What follows belongs to an exercise in optimizing a design on an open flow for small area, a short achievable clock period and few clock cycles; a production flow would make more cautious choices.
RTL that was checked went through simulation tests only; none was proved equivalent to the original.
For run 3, only the layout was checked, not whether the RTL still works.

--- design/flow/design.v ---
`timescale 1ns / 1ps
package sspc_pkg;
    localparam int PULSE_BITS      = 12;
    localparam int ANGLE_FRAC_BITS = 4;
    localparam int PULSE_W   = PULSE_BITS;
    localparam int DEG_W     = 10;
    localparam int ANGLE_W   = 14;
    localparam int DIR_W     = 2;
    localparam int REQ_W     = 3;
    localparam int CFG_IDX_W = 3;
    localparam int CFG_DAT_W = 12;
    localparam int SCL_W   = (ANGLE_W > DEG_W + ANGLE_FRAC_BITS) ? ANGLE_W
                                                                  : DEG_W + ANGLE_FRAC_BITS;
    localparam int X_W     = SCL_W + 1;
    localparam int DEN_W   = DEG_W + 1 + ANGLE_FRAC_BITS;
    localparam int PDIFF_W = PULSE_W + 1;
    localparam int OP_A_W  = (X_W > PULSE_W + 1) ? X_W : PULSE_W + 1;
    localparam int OP_B_W  = (PDIFF_W > DEN_W) ? PDIFF_W : DEN_W;
    localparam int OP_W    = (OP_A_W > OP_B_W) ? OP_A_W : OP_B_W;
    localparam int PROD_W  = 2 * OP_W;
    localparam int NUM_W   = PROD_W + 1;
    localparam int DIV_W   = NUM_W - 1;
    localparam int REM_W   = DEN_W + 1;
    localparam int CNT_W   = $clog2(DIV_W + 1);
    localparam logic signed [DEG_W-1:0] DEG_LOW_RST   = 10'sd0;
    localparam logic signed [DEG_W-1:0] DEG_HIGH_RST  = 10'sd180;
    localparam logic signed [DEG_W-1:0] HOME_DEG_RST  = 10'sd90;
    localparam logic [PULSE_W-1:0]      PLS_LOW_RST   = PULSE_W'(150);
    localparam logic [PULSE_W-1:0]      PLS_HIGH_RST  = PULSE_W'(600);
    localparam logic [PULSE_W-1:0]      STEP_RST      = PULSE_W'(5);
    localparam logic [PULSE_W-1:0]      PULSE_RST     = PULSE_W'(375);
    typedef enum logic [REQ_W-1:0] {
        REQ_TICK   = 3'd0,
        REQ_ABS    = 3'd1,
        REQ_REL    = 3'd2,
        REQ_ROTATE = 3'd3,
        REQ_STOP   = 3'd4,
        REQ_HOME   = 3'd5
    } t_req;
    typedef enum logic [CFG_IDX_W-1:0] {
        CFG_DEG_LOW  = 3'd0,
        CFG_DEG_HIGH = 3'd1,
        CFG_PLS_LOW  = 3'd2,
        CFG_PLS_HIGH = 3'd3,
        CFG_STEP     = 3'd4,
        CFG_HOME_DEG = 3'd5
    } t_cfg_idx;
    typedef enum logic [2:0] {
        ST_IDLE,
        ST_MUL_NUM,
        ST_MUL_OFS,
        ST_PREP,
        ST_DIV,
        ST_POST,
        ST_OUT
    } t_state;
endpackage
`timescale 1ns / 1ps
import sspc_pkg::*;
module servo_slew_position_controller
(
    input  logic                        i_clk,
    input  logic                        i_rst_n,
    input  logic                        i_in_valid,
    output logic                        o_in_stall,
    input  logic [sspc_pkg::REQ_W-1:0] i_req_type,
    input  logic signed [sspc_pkg::ANGLE_W-1:0] i_angle,
    input  logic signed [sspc_pkg::DIR_W-1:0] i_direction,
    output logic                        o_out_valid,
    input  logic                        i_out_stall,
    output logic [sspc_pkg::PULSE_W-1:0] o_pulse_width,
    output logic [sspc_pkg::PULSE_W-1:0] o_target_width,
    output logic                        o_pwm_write,
    input  logic                        i_cfg_valid,
    output logic                        o_cfg_ready,
    input  logic [sspc_pkg::CFG_IDX_W-1:0] i_cfg_index,
    input  logic [sspc_pkg::CFG_DAT_W-1:0] i_cfg_data
);
    localparam logic [2:0] OP_NOP  = 3'd0;
    localparam logic [2:0] OP_TICK = 3'd1;
    localparam logic [2:0] OP_MAP  = 3'd2;    
    localparam logic [2:0] OP_REL  = 3'd3;    
    localparam logic [2:0] OP_CUR  = 3'd4;    
    localparam logic [2:0] OP_PL   = 3'd5;    
    localparam logic [2:0] OP_PH   = 3'd6;    
    logic signed [9:0]  r_deg_low, r_deg_high, r_home;
    logic [11:0]        r_pls_low, r_pls_high, r_step;
    always_ff @(posedge i_clk) begin
        if (!i_rst_n) begin
            r_deg_low  <= DEG_LOW_RST;
            r_deg_high <= DEG_HIGH_RST;
            r_pls_low  <= PLS_LOW_RST;
            r_pls_high <= PLS_HIGH_RST;
            r_step     <= STEP_RST;
            r_home     <= HOME_DEG_RST;
        end else if (i_cfg_valid) begin
            case (i_cfg_index)
                3'd0: r_deg_low  <= $signed(i_cfg_data[9:0]);
                3'd1: r_deg_high <= $signed(i_cfg_data[9:0]);
                3'd2: r_pls_low  <= i_cfg_data;
                3'd3: r_pls_high <= i_cfg_data;
                3'd4: r_step     <= i_cfg_data;
                3'd5: r_home     <= $signed(i_cfg_data[9:0]);
                default: ;
            endcase
        end
    end
    logic signed [10:0] dd_c;
    logic signed [12:0] pd_c;
    logic        c_dz, c_dneg, c_pneg;
    logic [9:0]  c_den;
    logic [11:0] c_pmag;
    logic [13:0] c_pmag3;    
    assign dd_c = 11'(r_deg_high) - 11'(r_deg_low);
    assign pd_c = $signed({1'b0, r_pls_high}) - $signed({1'b0, r_pls_low});
    always_ff @(posedge i_clk) begin
        c_dz   <= (dd_c == 11'sd0);
        c_dneg <= dd_c[10];
        c_den  <= dd_c[10] ? 10'(-dd_c) : dd_c[9:0];
        c_pneg <= pd_c[12];
        c_pmag <= pd_c[12] ? 12'(-pd_c) : pd_c[11:0];
    end
    always_ff @(posedge i_clk) begin
        c_pmag3 <= 14'(pd_c[12] ? 12'(-pd_c) : pd_c[11:0]) * 14'd3;
    end
    logic [11:0] r_cur, r_tgt;
    logic        r_wr, r_ov;
    logic        en;
    assign en = !(r_ov && i_out_stall);
    assign o_cfg_ready    = 1'b1;
    assign o_in_stall     = !en;
    assign o_out_valid    = r_ov;
    assign o_pulse_width  = r_cur;
    assign o_target_width = r_tgt;
    assign o_pwm_write    = r_wr;
    logic [2:0] c0_op_1;
    always_comb begin
        case (i_req_type)
            3'd0: c0_op_1 = OP_TICK;
            3'd1, 3'd5: c0_op_1 = OP_MAP;
            3'd2: c0_op_1 = OP_REL;
            3'd3: c0_op_1 = i_direction[1] ? OP_PL : (i_direction != 2'sd0) ? OP_PH : OP_CUR;
            3'd4: c0_op_1 = OP_CUR;
            default: c0_op_1 = OP_NOP;
        endcase
    end
    logic signed [14:0] c0_ae_2;
    assign c0_ae_2 = (i_req_type == 3'd5) ? (15'(r_home) <<< 4) : 15'(i_angle);
    logic signed [14:0] c0_sb_3;
    assign c0_sb_3 = (i_req_type == 3'd2) ? 15'sd0 : (15'(r_deg_low) <<< 4);
    logic signed [14:0] c0_x_4;
    assign c0_x_4 = c0_ae_2 - c0_sb_3;
    logic [13:0] c0_a_5;
    assign c0_a_5 = c0_x_4[14] ? 14'(-c0_x_4) : c0_x_4[13:0];
    logic c0_sx_6;
    assign c0_sx_6 = c0_x_4[14];
    logic [13:0] p1_a;
    logic [2:0] p1_op;
    logic p1_sx;
    logic p1_v;
    always_ff @(posedge i_clk) begin
        if (!i_rst_n) begin
            p1_v <= 1'b0;
        end else if (en) begin
            p1_v <= i_in_valid;
        end
    end
    always_ff @(posedge i_clk) begin
        if (en) begin
            p1_a <= c0_a_5;
            p1_op <= c0_op_1;
            p1_sx <= c0_sx_6;
        end
    end
    logic [19:0] c1_plo_7;
    assign c1_plo_7 = 20'(p1_a) * 20'(c_pmag[5:0]);
    logic [19:0] c1_phi_8;
    assign c1_phi_8 = 20'(p1_a) * 20'(c_pmag[11:6]);
    logic [2:0] p2_op;
    logic [19:0] p2_phi;
    logic [19:0] p2_plo;
    logic p2_sx;
    logic p2_v;
    always_ff @(posedge i_clk) begin
        if (!i_rst_n) begin
            p2_v <= 1'b0;
        end else if (en) begin
            p2_v <= p1_v;
        end
    end
    always_ff @(posedge i_clk) begin
        if (en) begin
            p2_op <= p1_op;
            p2_phi <= c1_phi_8;
            p2_plo <= c1_plo_7;
            p2_sx <= p1_sx;
        end
    end
    logic [25:0] c2_psum_9;
    assign c2_psum_9 = {p2_phi, 6'd0} + 26'(p2_plo);
    logic [21:0] c2_m_10;
    assign c2_m_10 = c2_psum_9[25:4];
    logic c2_ovf_11;
    assign c2_ovf_11 = (c2_m_10[21:12] >= c_den);
    logic [9:0] c2_rem_12;
    assign c2_rem_12 = c2_m_10[21:12];
    logic [11:0] c2_ml_13;
    assign c2_ml_13 = c2_m_10[11:0];
    logic [10:0] c2_t11_14;
    assign c2_t11_14 = {c2_rem_12, c2_ml_13[11]};
    logic [11:0] c2_r11_15;
    assign c2_r11_15 = {1'b0, c2_t11_14} - {2'b0, c_den};
    logic c2_ge11_16;
    assign c2_ge11_16 = !c2_r11_15[11];
    logic c2_q_17;
    assign c2_q_17 = c2_ge11_16;
    logic [9:0] c2_rem_18;
    assign c2_rem_18 = c2_ge11_16 ? c2_r11_15[9:0] : c2_t11_14[9:0];
    logic [10:0] c2_ml_19;
    assign c2_ml_19 = c2_ml_13[10:0];
    logic [10:0] p3_ml;
    logic [2:0] p3_op;
    logic p3_ovf;
    logic p3_q;
    logic [9:0] p3_rem;
    logic p3_sx;
    logic p3_v;
    always_ff @(posedge i_clk) begin
        if (!i_rst_n) begin
            p3_v <= 1'b0;
        end else if (en) begin
            p3_v <= p2_v;
        end
    end
    always_ff @(posedge i_clk) begin
        if (en) begin
            p3_ml <= c2_ml_19;
            p3_op <= p2_op;
            p3_ovf <= c2_ovf_11;
            p3_q <= c2_q_17;
            p3_rem <= c2_rem_18;
            p3_sx <= p2_sx;
        end
    end
    logic [10:0] c3_t10_20;
    assign c3_t10_20 = {p3_rem, p3_ml[10]};
    logic [11:0] c3_r10_21;
    assign c3_r10_21 = {1'b0, c3_t10_20} - {2'b0, c_den};
    logic c3_ge10_22;
    assign c3_ge10_22 = !c3_r10_21[11];
    logic [1:0] c3_q_23;
    assign c3_q_23 = {p3_q, c3_ge10_22};
    logic [9:0] c3_rem_24;
    assign c3_rem_24 = c3_ge10_22 ? c3_r10_21[9:0] : c3_t10_20[9:0];
    logic [9:0] c3_ml_25;
    assign c3_ml_25 = p3_ml[9:0];
    logic [10:0] c3_t9_26;
    assign c3_t9_26 = {c3_rem_24, c3_ml_25[9]};
    logic [11:0] c3_r9_27;
    assign c3_r9_27 = {1'b0, c3_t9_26} - {2'b0, c_den};
    logic c3_ge9_28;
    assign c3_ge9_28 = !c3_r9_27[11];
    logic [2:0] c3_q_29;
    assign c3_q_29 = {c3_q_23, c3_ge9_28};
    logic [9:0] c3_rem_30;
    assign c3_rem_30 = c3_ge9_28 ? c3_r9_27[9:0] : c3_t9_26[9:0];
    logic [8:0] c3_ml_31;
    assign c3_ml_31 = c3_ml_25[8:0];
    logic [8:0] p4_ml;
    logic [2:0] p4_op;
    logic p4_ovf;
    logic [2:0] p4_q;
    logic [9:0] p4_rem;
    logic p4_sx;
    logic p4_v;
    always_ff @(posedge i_clk) begin
        if (!i_rst_n) begin
            p4_v <= 1'b0;
        end else if (en) begin
            p4_v <= p3_v;
        end
    end
    always_ff @(posedge i_clk) begin
        if (en) begin
            p4_ml <= c3_ml_31;
            p4_op <= p3_op;
            p4_ovf <= p3_ovf;
            p4_q <= c3_q_29;
            p4_rem <= c3_rem_30;
            p4_sx <= p3_sx;
        end
    end
    logic [10:0] c4_t8_32;
    assign c4_t8_32 = {p4_rem, p4_ml[8]};
    logic [11:0] c4_r8_33;
    assign c4_r8_33 = {1'b0, c4_t8_32} - {2'b0, c_den};
    logic c4_ge8_34;
    assign c4_ge8_34 = !c4_r8_33[11];
    logic [3:0] c4_q_35;
    assign c4_q_35 = {p4_q, c4_ge8_34};
    logic [9:0] c4_rem_36;
    assign c4_rem_36 = c4_ge8_34 ? c4_r8_33[9:0] : c4_t8_32[9:0];
    logic [7:0] c4_ml_37;
    assign c4_ml_37 = p4_ml[7:0];
    logic [10:0] c4_t7_38;
    assign c4_t7_38 = {c4_rem_36, c4_ml_37[7]};
    logic [11:0] c4_r7_39;
    assign c4_r7_39 = {1'b0, c4_t7_38} - {2'b0, c_den};
    logic c4_ge7_40;
    assign c4_ge7_40 = !c4_r7_39[11];
    logic [4:0] c4_q_41;
    assign c4_q_41 = {c4_q_35, c4_ge7_40};
    logic [9:0] c4_rem_42;
    assign c4_rem_42 = c4_ge7_40 ? c4_r7_39[9:0] : c4_t7_38[9:0];
    logic [6:0] c4_ml_43;
    assign c4_ml_43 = c4_ml_37[6:0];
    logic [6:0] p5_ml;
    logic [2:0] p5_op;
    logic p5_ovf;
    logic [4:0] p5_q;
    logic [9:0] p5_rem;
    logic p5_sx;
    logic p5_v;
    always_ff @(posedge i_clk) begin
        if (!i_rst_n) begin
            p5_v <= 1'b0;
        end else if (en) begin
            p5_v <= p4_v;
        end
    end
    always_ff @(posedge i_clk) begin
        if (en) begin
            p5_ml <= c4_ml_43;
            p5_op <= p4_op;
            p5_ovf <= p4_ovf;
            p5_q <= c4_q_41;
            p5_rem <= c4_rem_42;
            p5_sx <= p4_sx;
        end
    end
    logic [10:0] c5_t6_44;
    assign c5_t6_44 = {p5_rem, p5_ml[6]};
    logic [11:0] c5_r6_45;
    assign c5_r6_45 = {1'b0, c5_t6_44} - {2'b0, c_den};
    logic c5_ge6_46;
    assign c5_ge6_46 = !c5_r6_45[11];
    logic [5:0] c5_q_47;
    assign c5_q_47 = {p5_q, c5_ge6_46};
    logic [9:0] c5_rem_48;
    assign c5_rem_48 = c5_ge6_46 ? c5_r6_45[9:0] : c5_t6_44[9:0];
    logic [5:0] c5_ml_49;
    assign c5_ml_49 = p5_ml[5:0];
    logic [10:0] c5_t5_50;
    assign c5_t5_50 = {c5_rem_48, c5_ml_49[5]};
    logic [11:0] c5_r5_51;
    assign c5_r5_51 = {1'b0, c5_t5_50} - {2'b0, c_den};
    logic c5_ge5_52;
    assign c5_ge5_52 = !c5_r5_51[11];
    logic [6:0] c5_q_53;
    assign c5_q_53 = {c5_q_47, c5_ge5_52};
    logic [9:0] c5_rem_54;
    assign c5_rem_54 = c5_ge5_52 ? c5_r5_51[9:0] : c5_t5_50[9:0];
    logic [4:0] c5_ml_55;
    assign c5_ml_55 = c5_ml_49[4:0];
    logic [4:0] p6_ml;
    logic [2:0] p6_op;
    logic p6_ovf;
    logic [6:0] p6_q;
    logic [9:0] p6_rem;
    logic p6_sx;
    logic p6_v;
    always_ff @(posedge i_clk) begin
        if (!i_rst_n) begin
            p6_v <= 1'b0;
        end else if (en) begin
            p6_v <= p5_v;
        end
    end
    always_ff @(posedge i_clk) begin
        if (en) begin
            p6_ml <= c5_ml_55;
            p6_op <= p5_op;
            p6_ovf <= p5_ovf;
            p6_q <= c5_q_53;
            p6_rem <= c5_rem_54;
            p6_sx <= p5_sx;
        end
    end
    logic [10:0] c6_t4_56;
    assign c6_t4_56 = {p6_rem, p6_ml[4]};
    logic [11:0] c6_r4_57;
    assign c6_r4_57 = {1'b0, c6_t4_56} - {2'b0, c_den};
    logic c6_ge4_58;
    assign c6_ge4_58 = !c6_r4_57[11];
    logic [7:0] c6_q_59;
    assign c6_q_59 = {p6_q, c6_ge4_58};
    logic [9:0] c6_rem_60;
    assign c6_rem_60 = c6_ge4_58 ? c6_r4_57[9:0] : c6_t4_56[9:0];
    logic [3:0] c6_ml_61;
    assign c6_ml_61 = p6_ml[3:0];
    logic [10:0] c6_t3_62;
    assign c6_t3_62 = {c6_rem_60, c6_ml_61[3]};
    logic [11:0] c6_r3_63;
    assign c6_r3_63 = {1'b0, c6_t3_62} - {2'b0, c_den};
    logic c6_ge3_64;
    assign c6_ge3_64 = !c6_r3_63[11];
    logic [8:0] c6_q_65;
    assign c6_q_65 = {c6_q_59, c6_ge3_64};
    logic [9:0] c6_rem_66;
    assign c6_rem_66 = c6_ge3_64 ? c6_r3_63[9:0] : c6_t3_62[9:0];
    logic [2:0] c6_ml_67;
    assign c6_ml_67 = c6_ml_61[2:0];
    logic [2:0] p7_ml;
    logic [2:0] p7_op;
    logic p7_ovf;
    logic [8:0] p7_q;
    logic [9:0] p7_rem;
    logic p7_sx;
    logic p7_v;
    always_ff @(posedge i_clk) begin
        if (!i_rst_n) begin
            p7_v <= 1'b0;
        end else if (en) begin
            p7_v <= p6_v;
        end
    end
    always_ff @(posedge i_clk) begin
        if (en) begin
            p7_ml <= c6_ml_67;
            p7_op <= p6_op;
            p7_ovf <= p6_ovf;
            p7_q <= c6_q_65;
            p7_rem <= c6_rem_66;
            p7_sx <= p6_sx;
        end
    end
    logic [10:0] c7_t2_68;
    assign c7_t2_68 = {p7_rem, p7_ml[2]};
    logic [11:0] c7_r2_69;
    assign c7_r2_69 = {1'b0, c7_t2_68} - {2'b0, c_den};
    logic c7_ge2_70;
    assign c7_ge2_70 = !c7_r2_69[11];
    logic [9:0] c7_q_71;
    assign c7_q_71 = {p7_q, c7_ge2_70};
    logic [9:0] c7_rem_72;
    assign c7_rem_72 = c7_ge2_70 ? c7_r2_69[9:0] : c7_t2_68[9:0];
    logic [1:0] c7_ml_73;
    assign c7_ml_73 = p7_ml[1:0];
    logic [10:0] c7_t1_74;
    assign c7_t1_74 = {c7_rem_72, c7_ml_73[1]};
    logic [11:0] c7_r1_75;
    assign c7_r1_75 = {1'b0, c7_t1_74} - {2'b0, c_den};
    logic c7_ge1_76;
    assign c7_ge1_76 = !c7_r1_75[11];
    logic [10:0] c7_q_77;
    assign c7_q_77 = {c7_q_71, c7_ge1_76};
    logic [9:0] c7_rem_78;
    assign c7_rem_78 = c7_ge1_76 ? c7_r1_75[9:0] : c7_t1_74[9:0];
    logic c7_ml_79;
    assign c7_ml_79 = c7_ml_73[0];
    logic p8_ml;
    logic [2:0] p8_op;
    logic p8_ovf;
    logic [10:0] p8_q;
    logic [9:0] p8_rem;
    logic p8_sx;
    logic p8_v;
    always_ff @(posedge i_clk) begin
        if (!i_rst_n) begin
            p8_v <= 1'b0;
        end else if (en) begin
            p8_v <= p7_v;
        end
    end
    always_ff @(posedge i_clk) begin
        if (en) begin
            p8_ml <= c7_ml_79;
            p8_op <= p7_op;
            p8_ovf <= p7_ovf;
            p8_q <= c7_q_77;
            p8_rem <= c7_rem_78;
            p8_sx <= p7_sx;
        end
    end
    logic [10:0] c8_t0_80;
    assign c8_t0_80 = {p8_rem, p8_ml};
    logic [11:0] c8_r0_81;
    assign c8_r0_81 = {1'b0, c8_t0_80} - {2'b0, c_den};
    logic c8_ge0_82;
    assign c8_ge0_82 = !c8_r0_81[11];
    logic [11:0] c8_q_83;
    assign c8_q_83 = {p8_q, c8_ge0_82};
    logic        i_v, i_sx, i_ovf;
    logic [2:0]  i_op;
    logic [11:0] i_q;
    assign i_v   = p8_v;
    assign i_op  = p8_op;
    assign i_sx  = p8_sx;
    assign i_ovf = p8_ovf;
    assign i_q   = c8_q_83;
    logic        qneg;
    assign qneg = i_sx ^ c_dneg ^ c_pneg;
    logic [12:0]        cp;
    logic signed [12:0] cm;
    logic [11:0]        tick_cur;
    logic signed [13:0] over_hi, under_lo;
    assign cp = {1'b0, r_cur} + {1'b0, r_step};
    assign cm = $signed({1'b0, r_cur}) - $signed({1'b0, r_step});
    assign over_hi  = $signed({2'b0, r_tgt}) - $signed({2'b0, r_cur}) - $signed({2'b0, r_step});
    assign under_lo = $signed({2'b0, r_tgt}) - $signed({2'b0, r_cur}) + $signed({2'b0, r_step});
    assign tick_cur = (over_hi > 14'sd0) ? cp[11:0] : under_lo[13] ? cm[11:0] : r_tgt;
    logic        is_rel, sub;
    logic [11:0] base;
    logic [12:0] sum;
    logic [11:0] map_t, rel_t;
    assign is_rel = (i_op == OP_REL);
    assign sub    = is_rel && qneg;
    assign base   = is_rel ? r_tgt : r_pls_low;
    assign sum    = {1'b0, base} + ({1'b0, i_q} ^ {13{sub}}) + {12'd0, sub};
    assign map_t  = qneg ? (c_pneg ? r_pls_high : r_pls_low)
                  : (i_ovf || c_pneg || (i_q > c_pmag)) ? r_pls_high : sum[11:0];
    assign rel_t  = (i_ovf || sum[12]) ? (qneg ? 12'd0 : 12'hfff) : sum[11:0];
    always_ff @(posedge i_clk) begin
        if (!i_rst_n) begin
            r_ov  <= 1'b0;
            r_wr  <= 1'b0;
            r_cur <= PULSE_RST;
            r_tgt <= PULSE_RST;
        end else if (en) begin
            r_ov <= i_v;
            if (i_v) begin
                r_wr <= (i_op == OP_TICK);
                case (i_op)
                    OP_TICK: r_cur <= tick_cur;
                    OP_MAP:  if (!c_dz) r_tgt <= map_t;
                    OP_REL:  if (!c_dz) r_tgt <= rel_t;
                    OP_CUR:  r_tgt <= r_cur;
                    OP_PL:   r_tgt <= r_pls_low;
                    OP_PH:   r_tgt <= r_pls_high;
                    default: ;
                endcase
            end
        end
    end
endmodule
--- design/flow/flow/run.sh ---
#!/bin/bash
set -euo pipefail
MARGIN=${MARGIN:-6.5}
sed "s/SETUP_SLACK_MARGIN=5/SETUP_SLACK_MARGIN=${MARGIN}/" standard.sh > standard_margin.sh
grep -q "SETUP_SLACK_MARGIN=${MARGIN}" standard_margin.sh
bash standard_margin.sh > flow.log 2>&1
--- design/flow/standard.sh ---
#!/bin/bash
# synth_recipe.tcl (not shown) runs the flow's synth.tcl, then flattens the netlist and writes it again
# the make line also repeats each setting of config.mk as NAME=value (left out here)
make -C /OpenROAD-flow-scripts/flow DESIGN_CONFIG=/design/flow/config.mk WORK_HOME=/design/flow/orfs CLKGATE_MAP_FILE= SYNTH_SCRIPT=/design/flow/synth_recipe.tcl "${@:-finish}"
--- design/flow/config.mk ---
export PLATFORM = sky130hd
export DESIGN_NAME = servo_slew_position_controller
export DESIGN_NICKNAME = servo_slew_position_controller
export VERILOG_FILES = /design/flow/design.v
export SDC_FILE = /design/flow/constraint.sdc
export NUM_CORES = 4
export LEC_CHECK = 0
export ABC_AREA = 1
export CAP_MARGIN = 20
export CORE_MARGIN = 2
export CORE_UTILIZATION = 40
export SETUP_SLACK_MARGIN = 5
export SLEW_MARGIN = 20
--- design/flow/constraint.sdc ---
create_clock -name core_clock -period 11.0 [get_ports {i_clk}]
set_input_delay 2.2000 -clock core_clock [delete_from_list [all_inputs] [get_ports {i_clk}]]
set_output_delay 2.2000 -clock core_clock [all_outputs]
set_load 0.01 [all_outputs]
==> out/qor.yml, run 1 <==
path_buf_inv: 3
hp-class: "reg2reg"
numPortBuffers: 65
dp_hpwl_um: 54550
final_util_pct: 45.97
io_pins: 67
period_share_pct: 42.90
clock-sinks: 345
synth_edf_count: 220
cp_cell_sequence: "buf_16 -> nand2_8 -> inv_8 -> buf_6"
cts_hold_buf: 0
core_um2: 71360
path_max_fanout: 2
grt_max_degree: 76
final_max_slew_viol_count: 0
top_usage_layer: "met2"
detail-route-antenna-nets: 0
drtPass1Iterations: 7
rsz0062_at_grt: "yes"
routed_via_density: 5.074
overflow: 0
met3_usage_pct: 2.707
syn_to_final_growth_pct: 14.18
syn_area_per_cell_um2: 8.142
vias: 23480
end_kind: "output pin"
cts.htree.levels: 2
grt_first_pass_wirelength_um: 117800
period_minus_slack_ns: 4.719
met1_usage_pct: 26.80
yosysTopAreaCell: "edfxtp_1"
wl_per_cell_um: 15.96
synth_area_um2: 28730
setup_slack_ns: 6.281
final_common_cell: "nand2_1"
drt_iter0_markers: 1485
clock.fmax_ghz: 0.2119
whs_path_depth: 0
drive_above_1_share_pct: 8.104
synth_cell_types: 57
cts_tree: "yes"
outcome: "finished clean"
r2r_cells: 18
synthTopCellsByArea: "edfxtp_1 23%, ha_1 14%, nand2_1 9.6%, dfxtp_1 8.7%, fa_1 8.2%"
grt_pass1_vias: 22490
setup_tns_ns: 0
grt_use_met2_pct: 32.94
dp_slack_ns: 4.592
reg2reg_setup_slack_ns: 6.67
yosysSeqAreaShare_pct: 31.70
antenna_cells: 0
synthCells: 3529
async_reset_ff_share_pct: 0
hold_slack_ns: 0.4062
yosys_warnings: 1
worstPathRequired_ns: 8.80
antenna_found_initial: 0
worstSkewPairLatency_ns: 0.57
tightest_slew_ns: 0.9350
initial_utilization_pct: 40.26
dieArea_um2: 73990
cp_slowest_stage_delay_ns: 0.11
design_area_um2: 32810
gp_congestion: 0.9085
r2r_start: "p1_a[6]"
startpoint_type: "input pin"
cap_violations: 0
clock_skew_ns: 0.02042
nFillCells: 7092
min_from: "p6_ovf"
hold_viol_final: 0
numCtsBuffers: 42
synthDominantCellAreaShare_pct: 22.99
setup_viol: 0
place_area_um2: 30310
critPathTopFamily: "buffers and inverters"
max-slew-margin-rel_pct: 37.67
r2r_end: "p2_plo[19]"
wl_um: 73870
critPathKind: "in2out"
die_x_um: 272.0
clkTransAtPathRegs_ns: 0.07
ys_ff_latch: 345
root_buffer: "clkbuf_16"
cts_buffer_depth: 3
synth_top_flop_cell: "edfxtp_1"
die_height_um: 272.0
hold_end: "p7_ovf"
worst_path_max_delay_cell: "buf_16"
grt_usage_pct: 19.82
synth_nets: 4003
rows: 98
cp.arrival_ns: 2.52
drc: 0
most-common-layout-cells: "720 x nand2_1, 521 x inv_1, 325 x a21oi_1, 310 x ha_1, 220 x edfxtp_1"
final_nets: 4117
sequential cells by signal, summed over array words and instances (netlist names), 11 cells and up:
| signal | flops |
|---|---|
| p3_ml | 11 |
| r_pls_low | 12 |
| p8_q | 11 |
| p1_a | 14 |
| r_cur | 12 |
| c_pmag | 12 |
| r_pls_high | 12 |
| r_tgt | 12 |
| p2_plo | 16 |
| r_step | 12 |
| p2_phi | 20 |
timing repair:
action                     CTS  global route
setup endpoints to repair  177           101
gates cloned                 3             1
pin swaps                    5            31
buffers inserted            33            43
resized for setup           59            78
cells in the mapped netlist, types with 5 or more instances:
cell      number
or2_2          7
nor3_1        27
a31oi_1        7
edfxtp_1     220
a221oi_1      13
o211ai_1      18
ha_1         317
clkinv_1       8
dfxtp_1      125
nand3_1      182
fa_1         118
nor4_1         6
a21oi_1      334
clkbuf_1      66
inv_1        529
o22ai_1       15
o21ai_0      179
a21oi_2        5
a21o_1        10
xor2_1       154
buf_6          9
inv_2          7
nor2_1       205
a21boi_0       5
o21bai_1      19
buf_2          8
xnor2_1       76
a211oi_1      15
nand2_2       11
nand4_1       26
nand2_1      732
o21ai_1       25
through the flow:
| step | std cells |
|---|---|
| floorplan | 3529 |
| finish | 4627 |
| detailed placement | 4469 |
| global placement | 4469 |
| global route | 4627 |
| CTS | 4583 |
cell type report:
cell class | count | area, um2 | share of cell area (%)
Clock buffer | 50 | 1155 | 3.520
Clock inverter | 28 | 266.5 | 0.8123
Timing Repair inverter | 1 | 7.507 | 0.02288
Multi-Input combinational cell | 2555 | 17600 | 53.64
Inverter | 544 | 2092 | 6.377
Timing Repair Buffer | 154 | 1370 | 4.176
Sequential cell | 345 | 9130 | 27.83
Tap cell | 950 | 1189 | 3.623
worst max-delay path by stage:
stage	start	end	slack (ns)	cells past startpoint
after floorplan	i_out_stall	o_in_stall	5.46	3
after global placement	i_out_stall	o_in_stall	4.61	4
after detailed placement	i_out_stall	o_in_stall	4.59	4
after CTS	i_out_stall	o_in_stall	6.28	4
after global routing	i_out_stall	o_in_stall	6.27	4
final	i_out_stall	o_in_stall	6.28	4
per-layer routing:
layer	up-vias	part of all wire [%]
met2	544	47
met3	119	5.0
met1	10900	46
met5	-	0
li1	11920	-
met4	0	2.7
cells by family after synthesis:
group / Yosys count / synth area share [%]
XOR/XNOR: 230 / 7.011
multiplexers: 6 / 0.2177
adder cells (fa/ha/maj): 435 / 22.02
AND/OR/NAND/NOR: 1214 / 17.52
buffers and inverters: 632 / 8.583
AO/OA/AOI/OAI: 666 / 12.93
other: 1 / 0.01305
flip-flops: 345 / 31.70
Testbench counts, summed over its fixed seeds: cycles 7,632.
==> inputs of run 2 (changes only) <==
==> design/flow/flow/run.sh (replaced) <==
#!/bin/bash
set -euo pipefail
MARGIN=${MARGIN:-6.2}
sed "s/SETUP_SLACK_MARGIN=5/SETUP_SLACK_MARGIN=${MARGIN}/" standard.sh > standard_margin.sh
grep -q "SETUP_SLACK_MARGIN=${MARGIN}" standard_margin.sh
bash standard_margin.sh > flow.log 2>&1
==> run 2 against run 1 <==
Net effect: final cell count fell by 0.86%; wire length fell by 1.2%; area after synthesis did not move; still clean; highest routed layer unchanged; critical path type unchanged; worst hold slack got worse by 0.0068 ns.
==> out/qor.yml, run 2 <==
critPathTopFamily: "buffers and inverters"
top_register: "p2_phi"
overflow: 0  # unchanged
cp.arrival_ns: 2.56  # +0.04 ns
cts_tree: "yes"
die_x_um: 272.0  # unchanged
clkTransAtPathRegs_ns: 0.06  # about the same
grt_first_pass_wirelength_um: 117200  # -0.50%
root_buffer: "clkbuf_16"
most-common-layout-cells: "729 x nand2_1, 524 x inv_1, 328 x a21oi_1, 316 x ha_1, 220 x edfxtp_1"
gp_congestion: 0.9186  # +1.1%
antenna_cells: 0  # unchanged
max-slew-margin-rel_pct: 34.62  # -3.0 points
wl_met1_um: 34280  # +1.6%
final_nets: 4077  # -0.97%
cap_violations: 0  # unchanged
worst_path_max_delay_cell: "buf_2"
async_reset_ff_share_pct: 0  # unchanged
setup_viol: 0  # unchanged
largest_reg_flops: 20  # unchanged
dieArea_um2: 73990  # unchanged
wl_met3_um: 3319  # -9.7%
cp-endpoint: "o_in_stall"
synth_top_flop_cell: "edfxtp_1"
cts.htree.levels: 2  # unchanged
r2r_start: "p1_a[3]"
wl_um: 72970  # -1.2%
met2WireLength_um: 33460  # -2.9%
clock_skew_ns: 0.02510  # +0.004677 ns
worstPathRequired_ns: 8.80  # about the same
syn_area_per_cell_um2: 8.142  # unchanged
yosysMostFrequentCell: "nand2_1"
wl_per_cell_um: 15.91  # -0.35%
synth_edf_count: 220  # unchanged
path_buf_inv: 3  # unchanged
worstSkewPairLatency_ns: 0.58  # about the same
synthCells: 3529  # unchanged
numPortBuffers: 65  # unchanged
ys_ff_latch: 345  # unchanged
io_pins: 67  # unchanged
instances_no_fill: 4587  # -0.86%
hp-class: "reg2reg"
die_height_um: 272.0  # unchanged
clock-sinks: 345  # unchanged
drc: 0  # unchanged
setup_tns_ns: 0  # unchanged
yosysSeqAreaShare_pct: 31.70  # unchanged
synth_area_um2: 28730  # unchanged
synth_cell_types: 57  # unchanged
outcome: "finished clean"
core_um2: 71360  # unchanged
dp_cells: 4465  # -0.090%
final_util_pct: 45.17  # -0.80 points
highest_layer: "met4"
startpoint_type: "input pin"
dp_hpwl_um: 54640  # +0.18%
clock.fmax_ghz: 0.2101  # -0.86%
period_minus_slack_ns: 4.760  # +0.04076 ns
initial_utilization_pct: 40.26  # unchanged
reg2reg_setup_slack_ns: 6.50  # -0.17 ns
grt_usage_pct: 19.65  # -0.17 points
drtPass1Iterations: 5  # -2
period_share_pct: 43.27  # +0.37 points
rows: 98  # unchanged
cts_hold_buf: 0  # unchanged
rsz0062_at_grt: "yes"
yosysTopAreaCell: "edfxtp_1"
grt_max_degree: 174  # +130%
r2r_cells: 18  # unchanged
cp_cell_sequence: "buf_12 -> nand2_8 -> inv_8 -> buf_2"
critPathKind: "in2out"
r2r_end: "p2_phi[16]"
vias: 23270  # -0.88%
cp_slowest_stage_delay_ns: 0.12  # about the same
final_common_cell: "nand2_1"
cts_buffer_depth: 3  # unchanged
synth_nets: 4003  # unchanged
routed_via_density: 5.073  # about the same
synthDominantCellAreaShare_pct: 22.99  # unchanged
syn_to_final_growth_pct: 12.19
tightest_slew_ns: 0.9807  # +0.04573 ns
crit_start: "i_out_stall"
drive_above_1_share_pct: 5.856  # -2.2 points
synthTopCellsByArea: "edfxtp_1 23%, ha_1 14%, nand2_1 9.6%, dfxtp_1 8.7%, fa_1 8.2%"
design_area_um2: 32240  # -1.7%
drt_iter0_markers: 1558  # +4.9%
yosys_warnings: 1  # unchanged
synthTopCellsByCount: "732 x nand2_1, 529 x inv_1, 334 x a21oi_1"
grt_pass1_vias: 22400  # -0.44%
end_kind: "output pin"
antenna_found_initial: 1  # +1
path_max_fanout: 3  # +1
numCtsBuffers: 42  # unchanged
detail-route-antenna-nets: 0  # unchanged
cp.depth: 4  # unchanged
hold_viol_final: 0  # unchanged
final_max_slew_viol_count: 0  # unchanged
reg_top3: "p2_phi: 20 flops, p2_plo: 16 flops, p1_a: 14 flops"
place_area_um2: 30250  # -0.21%
[run 2: cell types whose count changed in the layout (fill, tap and decap cells not counted), moves of 5 or more]
| cell | previous run | this run |
|---|---|---|
| ha_1 | 310 | 316 |
| o21ai_1 | 31 | 26 |
| o21ai_0 | 167 | 176 |
| buf_4 | 83 | 42 |
| nand2_1 | 720 | 729 |
| nand2_2 | 13 | 7 |
[run 2: logic make-up after synthesis]
| kind of cell | Yosys count | share of synthesized area (%) |
|---|---|---|
| muxes | 6 | 0.2177 |
| buffers and inverters | 632 | 8.583 |
| other | 1 | 0.01305 |
| AOI/OAI and AO/OA | 666 | 12.93 |
| adders and majority gates | 435 | 22.02 |
| xor gates and xnor gates | 230 | 7.011 |
| and+or+nand+nor | 1214 | 17.52 |
| DFF | 345 | 31.70 |
[run 2: worst min-delay path by stage]
| stage | from | endpoint | slack (ns) | cells after the start |
|---|---|---|---|---|
| 2_1_floorplan | p1_op[0] | p2_op[0] | 0.40 | 0 |
| 3_3_place_gp | p5_op[2] | p6_op[2] | 0.40 | 0 |
| 3_5_place_dp | p3_ml[4] | p4_ml[4] | 0.40 | 0 |
| 4_1_cts | p5_op[1] | p6_op[1] | 0.39 | 0 |
| 5_1_grt | p6_op[0] | p7_op[0] | 0.41 | 0 |
| 6_report | p6_op[2] | p7_op[2] | 0.40 | 0 |
[run 2: what timing repair did]
item | in CTS | in global routing
cloned | 2 | 0
pin swaps | 2 | 5
gates resized for setup | 31 | 42
buffers inserted | 13 | 29
setup endpoints to repair | 16 | 101
[run 2: metal layers]
| layer | up-vias | track usage (%) |
|---|---|---|
| met3 | 98 | 2.451 |
| met1 | 10900 | 27.10 |
| met4 | 0 | 6.044 |
| li1 | 11820 | - |
| met2 | 459 | 32.16 |
| met5 | - | 0 |
[run 2: through the flow]
stage	setup WS [ns]	hold slack, ns
floorplan	5.460	0.4003
global placement	4.883	0.4003
detailed placement	4.871	0.4045
CTS	6.141	0.3927
global route	6.163	0.4066
finish	6.240	0.3994
[run 2: cell type report]
class                   instances  area (um2)
fillers                      7147       39130
clock inverters                27       262.8
inverters                     544        2062
clock buffers                  51        1149
multi-input cells            2554       17340
repair buffers                116        1114
flip-flops and latches        345        9124
well taps                     950        1189
==> inputs of run 3 (changes only) <==
--- a/design/flow/design.v
+++ b/design/flow/design.v
@@ -490,14 +490,34 @@
     assign c8_ge0_82 = !c8_r0_81[11];
     logic [11:0] c8_q_83;
     assign c8_q_83 = {p8_q, c8_ge0_82};
+    logic [2:0] p9_op;
+    logic p9_ovf;
+    logic [11:0] p9_q;
+    logic p9_sx;
+    logic p9_v;
+    always_ff @(posedge i_clk) begin
+        if (!i_rst_n) begin
+            p9_v <= 1'b0;
+        end else if (en) begin
+            p9_v <= p8_v;
+        end
+    end
+    always_ff @(posedge i_clk) begin
+        if (en) begin
+            p9_op <= p8_op;
+            p9_ovf <= p8_ovf;
+            p9_q <= c8_q_83;
+            p9_sx <= p8_sx;
+        end
+    end
     logic        i_v, i_sx, i_ovf;
     logic [2:0]  i_op;
     logic [11:0] i_q;
-    assign i_v   = p8_v;
-    assign i_op  = p8_op;
-    assign i_sx  = p8_sx;
-    assign i_ovf = p8_ovf;
-    assign i_q   = c8_q_83;
+    assign i_v   = p9_v;
+    assign i_op  = p9_op;
+    assign i_sx  = p9_sx;
+    assign i_ovf = p9_ovf;
+    assign i_q   = p9_q;
     logic        qneg;
     assign qneg = i_sx ^ c_dneg ^ c_pneg;
     logic [12:0]        cp;
--- a/design/flow/config.mk
+++ b/design/flow/config.mk
@@ -5,7 +5,6 @@
 export SDC_FILE = /design/flow/constraint.sdc
 export NUM_CORES = 4
 export LEC_CHECK = 0
-export ABC_AREA = 1
 export CAP_MARGIN = 20
 export CORE_MARGIN = 2
 export CORE_UTILIZATION = 40
==> run 3 against run 2 <==
Net effect: area after synthesis rose by 0.82%; global-route usage down 0.64 points; wire length increased by 0.22%; maximum frequency fell by 1.4%; final cell count decreased by 7.6%; critical path type is now in2reg; largest cell class unchanged.
==> out/qor.yml, run 3 <==
wl_um: 73130  # +0.22%
worstSkewPairLatency_ns: 0.59  # about the same
gp_congestion: 0.9108  # -0.85%
design_area_um2: 34680  # +7.6%
yosysSeqAreaShare_pct: 33.27  # +1.6 points
numPortBuffers: 65  # unchanged
drc: 0  # unchanged
final_util_pct: 48.43  # +3.3 points
detail-route-antenna-nets: 0  # unchanged
hold_viol_final: 0  # unchanged
dp_slack_ns: 4.504  # -0.3667 ns
cp.arrival_ns: 5.17  # +2.61 ns
whs_path_depth: 0  # unchanged
worstPathRequired_ns: 11.34  # +2.54 ns
rsz0062_at_grt: "yes"
drive_above_1_share_pct: 15.56  # +9.7 points
drt_iter0_markers: 1513  # -2.9%
synthTopCellsByArea: "edfxtp_1 25%, ha_1 14%, dfxtp_1 8.7%, fa_1 8.2%, nand2_1 5.2%"
wl_per_cell_um: 17.25  # +8.4%
max-slew-margin-rel_pct: 23.48  # -11 points
synth_top_flop_cell: "edfxtp_1"
most-common-layout-cells: "396 x nand2_1, 326 x inv_1, 305 x ha_1, 237 x edfxtp_1, 152 x nor2_1"
grt_max_degree: 188  # +8.0%
grt_usage_pct: 19.01  # -0.64 points
critPathKind: "in2reg"
rows: 98  # unchanged
r2r_cells: 18  # unchanged
cts.htree.levels: 2  # unchanged
drtPass1Iterations: 5  # unchanged
path_max_fanout: 4  # +1
synth_area_um2: 28970  # +0.82%
syn_to_final_growth_pct: 19.70
cts_buffer_depth: 3  # unchanged
synth_cell_types: 84  # +47%
synth_nets: 3538  # -12%
final_common_cell: "nand2_1"
period_share_pct: 43.90  # +0.63 points
yosysMostFrequentCell: "nand2_1"
period_minus_slack_ns: 4.829  # +0.06934 ns
startpoint_type: "input pin"
dp_cells: 4017  # -10%
clkTransAtPathRegs_ns: 0.06  # about the same
die_height_um: 273.1  # +0.40%
hp-class: "reg2reg"
io_pins: 67  # unchanged
root_buffer: "clkbuf_16"
top_register: "p2_phi"
routed_via_density: 5.214  # +2.8%
setup_viol: 0  # unchanged
synthCells: 3064  # -13%
clock-sinks: 363  # +5.2%
async_reset_ff_share_pct: 0  # unchanged
grt_pass1_vias: 20970  # -6.4%
syn_area_per_cell_um2: 9.455  # +16%
overflow: 0  # unchanged
numCtsBuffers: 44  # +4.8%
synthDominantCellAreaShare_pct: 24.57  # +1.6 points
dieArea_um2: 74590  # +0.81%
yosys_warnings: 1  # unchanged
setup_slack_ns: 6.171  # -0.06934 ns
antenna_cells: 0  # unchanged
synthTopCellsByCount: "404 x nand2_1, 333 x inv_1, 317 x ha_1"
reg_top3: "p2_phi: 20 flops, p2_plo: 16 flops, p1_a: 14 flops"
instances_no_fill: 4240  # -7.6%
setup_tns_ns: 0  # unchanged
vias: 22110  # -5.0%
place_area_um2: 30930  # +2.3%
final_max_slew_viol_count: 0  # unchanged
initial_utilization_pct: 40.46  # +0.19 points
outcome: "finished clean"
largest_reg_flops: 20  # unchanged
antenna_found_initial: 2  # +1
multiInputGateArea_um2: 18930  # +9.2%
clock_skew_ns: 0.01966  # -0.005445 ns
synth_edf_count: 237  # +7.7%
cts_tree: "yes"
nFillCells: 6735  # -5.8%
regArea_um2: 9659  # +5.9%
die_x_um: 273.1  # +0.40%
dp_hpwl_um: 51300  # -6.1%
core_um2: 71610  # +0.34%
ys_ff_latch: 363  # +5.2%
end_kind: "flop"
hold_slack_ns: 0.4114  # +0.01202 ns
cap_violations: 0  # unchanged
final_nets: 3728  # -8.6%
grt_first_pass_wirelength_um: 113600  # -3.0%
yosysTopAreaCell: "edfxtp_1"
tightest_slew_ns: 1.119  # +0.1381 ns
clock.fmax_ghz: 0.2071  # -1.4%
[run 3: worst paths after layout]
| path | from | to | slack [ns] |
|---|---|---|---|
| max | i_req_type[1] | p1_a[13] | 6.17 |
| min reg2reg | p5_ovf | p6_ovf | 0.41 |
| max reg2reg | p1_a[3] | p2_plo[19] | 6.24 |
| min | p5_ovf | p6_ovf | 0.41 |
[run 3: final cells by class]
type	instances	area share [%]
clock buffers	51	3.309
clock inverters	31	1.501
inverters	334	3.669
multi-input cells	2298	54.58
flip-flops and latches	363	27.85
well taps	950	3.428
repair buffers	213	5.665
[run 3: critical path: stages]
cell and delay, ns:
buf_8 0.09, nand3b_1 0.24, buf_6 0.18, mux2i_4 0.18, ha_4 0.16, inv_2 0.03, fa_2 0.33, buf_6 0.13
xor2_4 0.15, or3_4 0.37, or2_4 0.28, or4_4 0.55, o31ai_4 0.19, xnor2_1 0.08
[run 3: logic make-up after synthesis]
| logic type | share of synthesized area [%] |
|---|---|
| and+or+nand+nor | 13.85 |
| AOI/OAI and AO/OA | 14.62 |
| adders and majority gates | 21.85 |
| buffers and inverters | 5.442 |
| DFF | 33.27 |
| xor gates and xnor gates | 6.034 |
| muxes | 4.924 |
| other | 0.01294 |
[run 3: repair_timing]
item | CTS | global route
resized for setup | 97 | 126
hold buffers | 0 | 0
pin swaps | 31 | 85
gates cloned | 6 | 7
setup endpoints to repair | 112 | 108
buffers inserted | 37 | 90
[run 3: per-layer routing]
| metal | routed length (um) | vias to the layer above | global-route usage, % | share of wire (%) |
|---|---|---|---|---|
| li1 | - | 11030 | - | - |
| met1 | 34500 | 10590 | 27.15 | 47 |
| met2 | 33940 | 398 | 30.44 | 46 |
| met3 | 3192 | 96 | 2.592 | 4.4 |
| met4 | 1486 | 2 | 4.487 | 2.0 |
| met5 | 13 | - | 0 | 0.018 |
==> inputs of run 4 (changes only) <==
--- a/design/flow/design.v
+++ b/design/flow/design.v
@@ -110,7 +110,6 @@
     logic        c_dz, c_dneg, c_pneg;
     logic [9:0]  c_den;
     logic [11:0] c_pmag;
-    logic [13:0] c_pmag3;    
     assign dd_c = 11'(r_deg_high) - 11'(r_deg_low);
     assign pd_c = $signed({1'b0, r_pls_high}) - $signed({1'b0, r_pls_low});
     always_ff @(posedge i_clk) begin
@@ -120,9 +119,6 @@
         c_pneg <= pd_c[12];
         c_pmag <= pd_c[12] ? 12'(-pd_c) : pd_c[11:0];
     end
-    always_ff @(posedge i_clk) begin
-        c_pmag3 <= 14'(pd_c[12] ? 12'(-pd_c) : pd_c[11:0]) * 14'd3;
-    end
     logic [11:0] r_cur, r_tgt;
     logic        r_wr, r_ov;
     logic        en;
@@ -490,45 +486,22 @@
     assign c8_ge0_82 = !c8_r0_81[11];
     logic [11:0] c8_q_83;
     assign c8_q_83 = {p8_q, c8_ge0_82};
-    logic [2:0] p9_op;
-    logic p9_ovf;
-    logic [11:0] p9_q;
-    logic p9_sx;
-    logic p9_v;
-    always_ff @(posedge i_clk) begin
-        if (!i_rst_n) begin
-            p9_v <= 1'b0;
-        end else if (en) begin
-            p9_v <= p8_v;
-        end
-    end
-    always_ff @(posedge i_clk) begin
-        if (en) begin
-            p9_op <= p8_op;
-            p9_ovf <= p8_ovf;
-            p9_q <= c8_q_83;
-            p9_sx <= p8_sx;
-        end
-    end
     logic        i_v, i_sx, i_ovf;
     logic [2:0]  i_op;
     logic [11:0] i_q;
-    assign i_v   = p9_v;
-    assign i_op  = p9_op;
-    assign i_sx  = p9_sx;
-    assign i_ovf = p9_ovf;
-    assign i_q   = p9_q;
+    assign i_v   = p8_v;
+    assign i_op  = p8_op;
+    assign i_sx  = p8_sx;
+    assign i_ovf = p8_ovf;
+    assign i_q   = c8_q_83;
     logic        qneg;
     assign qneg = i_sx ^ c_dneg ^ c_pneg;
     logic [12:0]        cp;
     logic signed [12:0] cm;
     logic [11:0]        tick_cur;
-    logic signed [13:0] over_hi, under_lo;
     assign cp = {1'b0, r_cur} + {1'b0, r_step};
     assign cm = $signed({1'b0, r_cur}) - $signed({1'b0, r_step});
-    assign over_hi  = $signed({2'b0, r_tgt}) - $signed({2'b0, r_cur}) - $signed({2'b0, r_step});
-    assign under_lo = $signed({2'b0, r_tgt}) - $signed({2'b0, r_cur}) + $signed({2'b0, r_step});
-    assign tick_cur = (over_hi > 14'sd0) ? cp[11:0] : under_lo[13] ? cm[11:0] : r_tgt;
+    assign tick_cur = ({1'b0, r_tgt} > cp) ? cp[11:0] : ($signed({1'b0, r_tgt}) < cm) ? cm[11:0] : r_tgt;
     logic        is_rel, sub;
     logic [11:0] base;
     logic [12:0] sum;
==> design/flow/flow/run.sh (replaced) <==
#!/bin/bash
set -euo pipefail
MARGIN=${MARGIN:-6.4}
sed "s/SETUP_SLACK_MARGIN=5/SETUP_SLACK_MARGIN=${MARGIN}/" standard.sh > standard_margin.sh
grep -q "SETUP_SLACK_MARGIN=${MARGIN}" standard_margin.sh
bash standard_margin.sh > flow.log 2>&1
--- a/design/flow/config.mk
+++ b/design/flow/config.mk
@@ -5,6 +5,7 @@
 export SDC_FILE = /design/flow/constraint.sdc
 export NUM_CORES = 4
 export LEC_CHECK = 0
+export ABC_AREA = 1
 export CAP_MARGIN = 20
 export CORE_MARGIN = 2
 export CORE_UTILIZATION = 40
==> run 4 against run 3 <==
Net effect: via count is 2.0% higher; flip-flop and latch count is 18 lower; worst hold slack hardly changed; cell area is 7.9% lower; wire length is 3.0% lower; clock skew is 0.0067 ns higher; non-clock buffer count is 77 lower; largest cell class unchanged.
==> out/qor.yml, run 4 <==
outcome: "finished clean"
overflow: 0  # unchanged
dp_hpwl_um: 52010  # +1.4%
hold_end: "p7_q[8]"
cts.htree.levels: 2  # unchanged
die_height_um: 269.3  # -1.4%
cp.arrival_ns: 2.51  # -2.66 ns
yosys_warnings: 1  # unchanged
ys_ff_latch: 345  # -5.0%
synthTopCellsByArea: "edfxtp_1 23%, ha_1 13%, nand2_1 10%, dfxtp_1 8.9%, fa_1 8.2%"
vias: 22560  # +2.0%
grt_usage_pct: 19.15  # +0.13 points
initial_utilization_pct: 40.28  # -0.18 points
io_pins: 67  # unchanged
root_buffer: "clkbuf_16"
r2r_end: "p2_plo[19]"
detail-route-antenna-nets: 0  # unchanged
final_common_cell: "nand2_1"
cap_violations: 0  # unchanged
critPathKind: "in2out"
async_reset_ff_share_pct: 0  # unchanged
grt_pass1_vias: 21580  # +2.9%
place_area_um2: 29740  # -3.9%
routed_via_density: 5.024  # -3.7%
drt_iter0_markers: 1476  # -2.4%
cts_hold_buf: 0  # unchanged
largest_reg_flops: 20  # unchanged
instances_no_fill: 4491  # +5.9%
hold_slack_ns: 0.4111  # -0.0003150 ns
multiInputGateArea_um2: 16930  # -11%
synth_edf_count: 220  # -7.2%
end_kind: "output pin"
antenna_cells: 0  # unchanged
whs_path_depth: 0  # unchanged
drtPass1Iterations: 5  # unchanged
gp_congestion: 0.9450  # +3.8%
rsz0062_at_grt: "yes"
syn_area_per_cell_um2: 8.241  # -13%
yosysMostFrequentCell: "nand2_1"
worstSkewPairLatency_ns: 0.58  # about the same
dieArea_um2: 72530  # -2.8%
tightest_slew_ns: 0.8832  # -0.2356 ns
dp_cells: 4352  # +8.3%
reg2reg_setup_slack_ns: 6.56  # +0.32 ns
period_share_pct: 42.85  # -1.1 points
hold_viol_final: 0  # unchanged
max-slew-margin-rel_pct: 40.35  # +17 points
wl_per_cell_um: 15.80  # -8.4%
core_um2: 69910  # -2.4%
path_max_fanout: 2  # -2
grt_max_degree: 76  # -60%
final_nets: 3973  # +6.6%
setup_viol: 0  # unchanged
synthCells: 3417  # +12%
dp_slack_ns: 4.551  # +0.04647 ns
antenna_found_initial: 0  # -2
period_minus_slack_ns: 4.713  # -0.1160 ns
worstPathRequired_ns: 8.80  # -2.54 ns
cts_buffer_depth: 3  # unchanged
die_x_um: 269.3  # -1.4%
min_from: "p6_q[6]"
hp-class: "reg2reg"
startpoint_type: "input pin"
r2r_start: "p1_a[8]"
numCtsBuffers: 43  # -2.3%
synth_cell_types: 67  # -20%
synthTopCellsByCount: "754 x nand2_1, 502 x inv_1, 301 x ha_1"
rows: 97  # -1.0%
synth_nets: 3873  # +9.5%
setup_tns_ns: 0  # unchanged
clock_skew_ns: 0.02640  # +0.006739 ns
regArea_um2: 9129  # -5.5%
grt_first_pass_wirelength_um: 112600  # -0.91%
yosysTopAreaCell: "edfxtp_1"
nFillCells: 6903  # +2.5%
cts_tree: "yes"
synthDominantCellAreaShare_pct: 23.46  # -1.1 points
yosysSeqAreaShare_pct: 32.35  # -0.92 points
drive_above_1_share_pct: 7.801  # -7.8 points
numPortBuffers: 65  # unchanged
clkTransAtPathRegs_ns: 0.06  # about the same
synth_area_um2: 28160  # -2.8%
setup_slack_ns: 6.287  # +0.1160 ns
clock.fmax_ghz: 0.2122  # +2.5%
r2r_cells: 15  # -3
syn_to_final_growth_pct: 13.49
reg_top3: "p2_phi: 20 flops, p2_plo: 16 flops, p1_a: 14 flops"
synth_top_flop_cell: "edfxtp_1"
clock-sinks: 345  # -5.0%
final_max_slew_viol_count: 0  # unchanged
drc: 0  # unchanged
design_area_um2: 31960  # -7.9%
wl_um: 70940  # -3.0%
top_register: "p2_phi"
most-common-layout-cells: "747 x nand2_1, 496 x inv_1, 295 x ha_1, 289 x a21oi_1, 220 x edfxtp_1"
[run 4: kinds of logic after synthesis]
logic type,count (synthesis),synth area share [%]
AND/OR/NAND/NOR,1190,17.79
AO/OA/AOI/OAI,647,13.21
buffers and inverters,605,8.398
adder cells (fa/ha/maj),417,21.62
XOR/XNOR,209,6.501
other,1,0.01332
multiplexers,3,0.1155
flip-flops,345,32.35
[run 4: final cells by class]
class / instances / area share (%)
Clock buffer: 55 / 3.673
Clock inverter: 24 / 0.9749
Inverter: 521 / 6.214
Multi-Input combinational cell: 2470 / 52.99
Sequential cell: 345 / 28.57
Tap cell: 940 / 3.681
Timing Repair Buffer: 136 / 3.900
[run 4: per-layer routing]
layer | vias to the layer above | GRT usage, % | wire length [um]
met5 | - | 0 | 0
met4 | 0 | 4.693 | 1528
met3 | 91 | 2.467 | 3030
met2 | 402 | 31.79 | 33090
met1 | 10540 | 26.44 | 33280
li1 | 11530 | - | -
[run 4: through the flow]
stage,util [%]
floorplan,-
global placement,42.54
detailed placement,42.54
CTS,44.89
global route,45.71
finish,45.71
[run 4: how the worst max path moves through the flow]
| stage | start | endpoint | slack, ns | cells after the start |
|---|---|---|---|---|
| finish | i_out_stall | o_in_stall | 6.29 | 4 |
| CTS | i_out_stall | o_in_stall | 6.27 | 4 |
| floorplan | i_out_stall | o_in_stall | 5.46 | 3 |
| global route | i_out_stall | o_in_stall | 6.27 | 4 |
| global placement | i_out_stall | o_in_stall | 4.59 | 4 |
| detailed placement | i_out_stall | o_in_stall | 4.55 | 4 |
[run 4: repair_timing]
| item | CTS | global route |
|---|---|---|
| gates cloned | 3 | 0 |
| pin swaps | 5 | 10 |
| buffers inserted | 8 | 48 |
| hold endpoints to repair | 0 | 0 |
| gates resized for setup | 38 | 58 |
| endpoints found under the setup margin | 50 | 91 |
[run 4: worst max-delay path, stage by stage]
cell and delay [ns]:
buf_16 0.11, nand2_8 0.06, inv_8 0.03, buf_6 0.11
Testbench counts of run 4, summed over its fixed seeds: cycles 7,632.
==> inputs of run 5 (changes only) <==
==> design/flow/flow/run.sh (replaced) <==
#!/bin/bash
set -euo pipefail
MARGIN=${MARGIN:-6.0}
sed "s/SETUP_SLACK_MARGIN=5/SETUP_SLACK_MARGIN=${MARGIN}/" standard.sh > standard_margin.sh
grep -q "SETUP_SLACK_MARGIN=${MARGIN}" standard_margin.sh
bash standard_margin.sh > flow.log 2>&1
==> run 5 against run 4 <==
Net effect: still clean; cell area decreased by 1.9%; first-iteration DRC count up 0.34%; core utilization decreased by 0.88 points; wire length up 0.22%; die area unchanged; register-to-register slack worse by 0.14 ns; final cell count fell by 1.0%; clock skew barely moved; flip-flop and latch count is the same; critical path type unchanged.
==> out/qor.yml, run 5 <==
rows: 97  # unchanged
clock_skew_ns: 0.02648  # +0.00008010 ns
path_max_fanout: 11  # +9
numPortBuffers: 65  # unchanged
synthTopCellsByCount: "754 x nand2_1, 502 x inv_1, 301 x ha_1"
synth_nets: 3873  # unchanged
core_um2: 69910  # unchanged
dp_hpwl_um: 52730  # +1.4%
syn_area_per_cell_um2: 8.241  # unchanged
hold_viol_final: 0  # unchanged
whs_path_depth: 0  # unchanged
r2r_end: "p2_plo[19]"
setup_viol: 0  # unchanged
wl_um: 71090  # +0.22%
cts_buffer_depth: 3  # unchanged
most-common-layout-cells: "748 x nand2_1, 498 x inv_1, 301 x ha_1, 289 x a21oi_1, 220 x edfxtp_1"
grt_first_pass_wirelength_um: 114100  # +1.3%
drive_above_1_share_pct: 5.991  # -1.8 points
outcome: "finished clean"
end_kind: "output pin"
grt_max_degree: 76  # unchanged
instances_no_fill: 4446  # -1.0%
top_register: "p2_phi"
synth_edf_count: 220  # unchanged
cp.arrival_ns: 2.66  # +0.15 ns
largest_reg_flops: 20  # unchanged
clock.fmax_ghz: 0.2056  # -3.1%
initial_utilization_pct: 40.28  # unchanged
cts_hold_buf: 0  # unchanged
reg2reg_setup_slack_ns: 6.42  # -0.14 ns
synth_area_um2: 28160  # unchanged
period_share_pct: 44.22  # +1.4 points
clkTransAtPathRegs_ns: 0.06  # about the same
setup_tns_ns: 0  # unchanged
nFillCells: 6918  # +0.22%
overflow: 0  # unchanged
ys_ff_latch: 345  # unchanged
max-slew-margin-rel_pct: 32.63  # -7.7 points
startpoint_type: "input pin"
synth_cell_types: 67  # unchanged
final_common_cell: "nand2_1"
drtPass1Iterations: 5  # unchanged
worstSkewPairLatency_ns: 0.57  # about the same
numCtsBuffers: 42  # -2.3%
synthCells: 3417  # unchanged
drt_iter0_markers: 1481  # +0.34%
hold_slack_ns: 0.3982  # -0.01288 ns
final_nets: 3928  # -1.1%
critPathKind: "in2out"
dp_cells: 4355  # +0.069%
crit_start: "i_out_stall"
hp-class: "reg2reg"
hold_end: "p5_q[3]"
yosys_warnings: 1  # unchanged
grt_pass1_vias: 21260  # -1.5%
yosysSeqAreaShare_pct: 32.35  # unchanged
antenna_found_initial: 1  # +1
async_reset_ff_share_pct: 0  # unchanged
yosysMostFrequentCell: "nand2_1"
die_x_um: 269.3  # unchanged
wl_per_cell_um: 15.99  # +1.2%
final_util_pct: 44.84  # -0.88 points
drc: 0  # unchanged
synth_top_flop_cell: "edfxtp_1"
worstPathRequired_ns: 8.80  # about the same
synthDominantCellAreaShare_pct: 23.46  # unchanged
period_minus_slack_ns: 4.864  # +0.1507 ns
synthTopCellsByArea: "edfxtp_1 23%, ha_1 13%, nand2_1 10%, dfxtp_1 8.9%, fa_1 8.2%"
r2r_start: "p1_a[6]"
gp_congestion: 0.9278  # -1.8%
detail-route-antenna-nets: 0  # unchanged
dieArea_um2: 72530  # unchanged
tightest_slew_ns: 1.006  # +0.1226 ns
root_buffer: "clkbuf_16"
clock-sinks: 345  # unchanged
final_max_slew_viol_count: 0  # unchanged
io_pins: 67  # unchanged
cap_violations: 0  # unchanged
cts.htree.levels: 2  # unchanged
r2r_cells: 15  # unchanged
syn_to_final_growth_pct: 11.31
grt_usage_pct: 19.43  # +0.28 points
routed_via_density: 5.054  # +0.61%
vias: 22470  # -0.39%
rsz0062_at_grt: "no"
yosysTopAreaCell: "edfxtp_1"
cts_tree: "yes"
min_from: "p4_q[1]"
die_height_um: 269.3  # unchanged
reg_top3: "p2_phi: 20 flops, p2_plo: 16 flops, p1_a: 14 flops"
==> run 5: cell counts after synthesis <==
Identical to the previous run, type by type.
==> run 5: logic make-up after synthesis <==
| kind of cell | synth area share (%) |
|---|---|
| AO/OA/AOI/OAI | 13.21 |
| XOR/XNOR | 6.501 |
| adder cells (fa/ha/maj) | 21.62 |
| buffers and inverters | 8.398 |
| flip-flops | 32.35 |
| multiplexers | 0.1155 |
| other | 0.01332 |
| AND/OR/NAND/NOR | 17.79 |
==> run 5: how the worst max path moves through the flow <==
stage | cells after the start | end
after floorplan | 3 | o_in_stall
after global placement | 4 | o_in_stall
after detailed placement | 4 | o_in_stall
after CTS | 4 | o_in_stall
after global routing | 19 | p1_a[13]
final | 4 | o_in_stall
==> run 5: area by class of cell <==
cell class	count	area (um2)	share of cell area (%)
clock inverter	23	261.5	0.8343
clock buffer	54	1149	3.665
timing repair buffer	92	854.6	2.726
sequential	345	9115	29.08
multi-input combinational	2470	16820	53.65
inverter	521	1968	6.279
tap	940	1176	3.752
antenna	1	2.502	0.007984
==> run 5: repair_timing <==
item,CTS,global route
cloned,3,0
buffers inserted,6,4
resized for setup,15,30
endpoints found under the hold margin,0,0
endpoints found under the setup margin,30,69
pin swaps,2,2
==> run 5: stage by stage <==
stage          instance area (um2)  setup slack (ns)
2_1_floorplan                28190             5.460
3_3_place_gp                 29720             4.549
3_5_place_dp                 29720             4.522
4_1_cts                      31230             5.987
5_1_grt                      31340             6.000
6_report                     31340             6.136
==> run 5: routing by layer <==
layer  vias to the layer above  global-route usage [%]  share of wire (%)
met3                        98                   1.995                4.2
met4                         0                   4.942                2.3
met2                       455                   31.71                 46
met5                         -                       0                  0
met1                     10470                   27.55                 48
li1                      11450                       -                  -
==> run 5: critical path, stage by stage <==
cell and delay (ns):
buf_8 0.15, nand2_8 0.07, inv_8 0.11, clkbuf_2 0.13

-- port drivers added, routing unchanged --
How much do the figures lean on ideal ports? The routed layouts below were timed once more, with nothing changed but the port constraints.
Step 1: set_driving_cell puts a clkbuf_16 on i_clk and a buf_2 on each other input, an assumption about the parent block.
Step 2 moves the port delays by t, midway between the first and last clock arrival at a register: inputs arrive t later, outputs are due t later. That takes back most of the time a late clock gives input paths.
Slacks: ideal ports / drivers / drivers and shift; pairs: ideal ports / drivers.
run | t (ns) | setup slack, ns | worst setup path after step 2 | pins driven straight from the clock port
run 1 | 0.619 | 6.281 / 6.206 / 6.078 | input to register | 1
run 2 | 0.630 | 6.240 / 6.178 / 5.804 | input to register | 1
run 3 | 0.641 | 6.171 / 6.173 / 5.548 | input to register | 1
run 4 | 0.629 | 6.287 / 6.211 / 5.972 | input to register | 1
run 5 | 0.621 | 6.136 / 6.078 / 5.632 | input to register | 1
After both steps setup and hold are still met in every run listed. For run 3, which loses most, drivers alone change the setup slack by +0.002 ns; drivers and shift together by -0.623 ns.
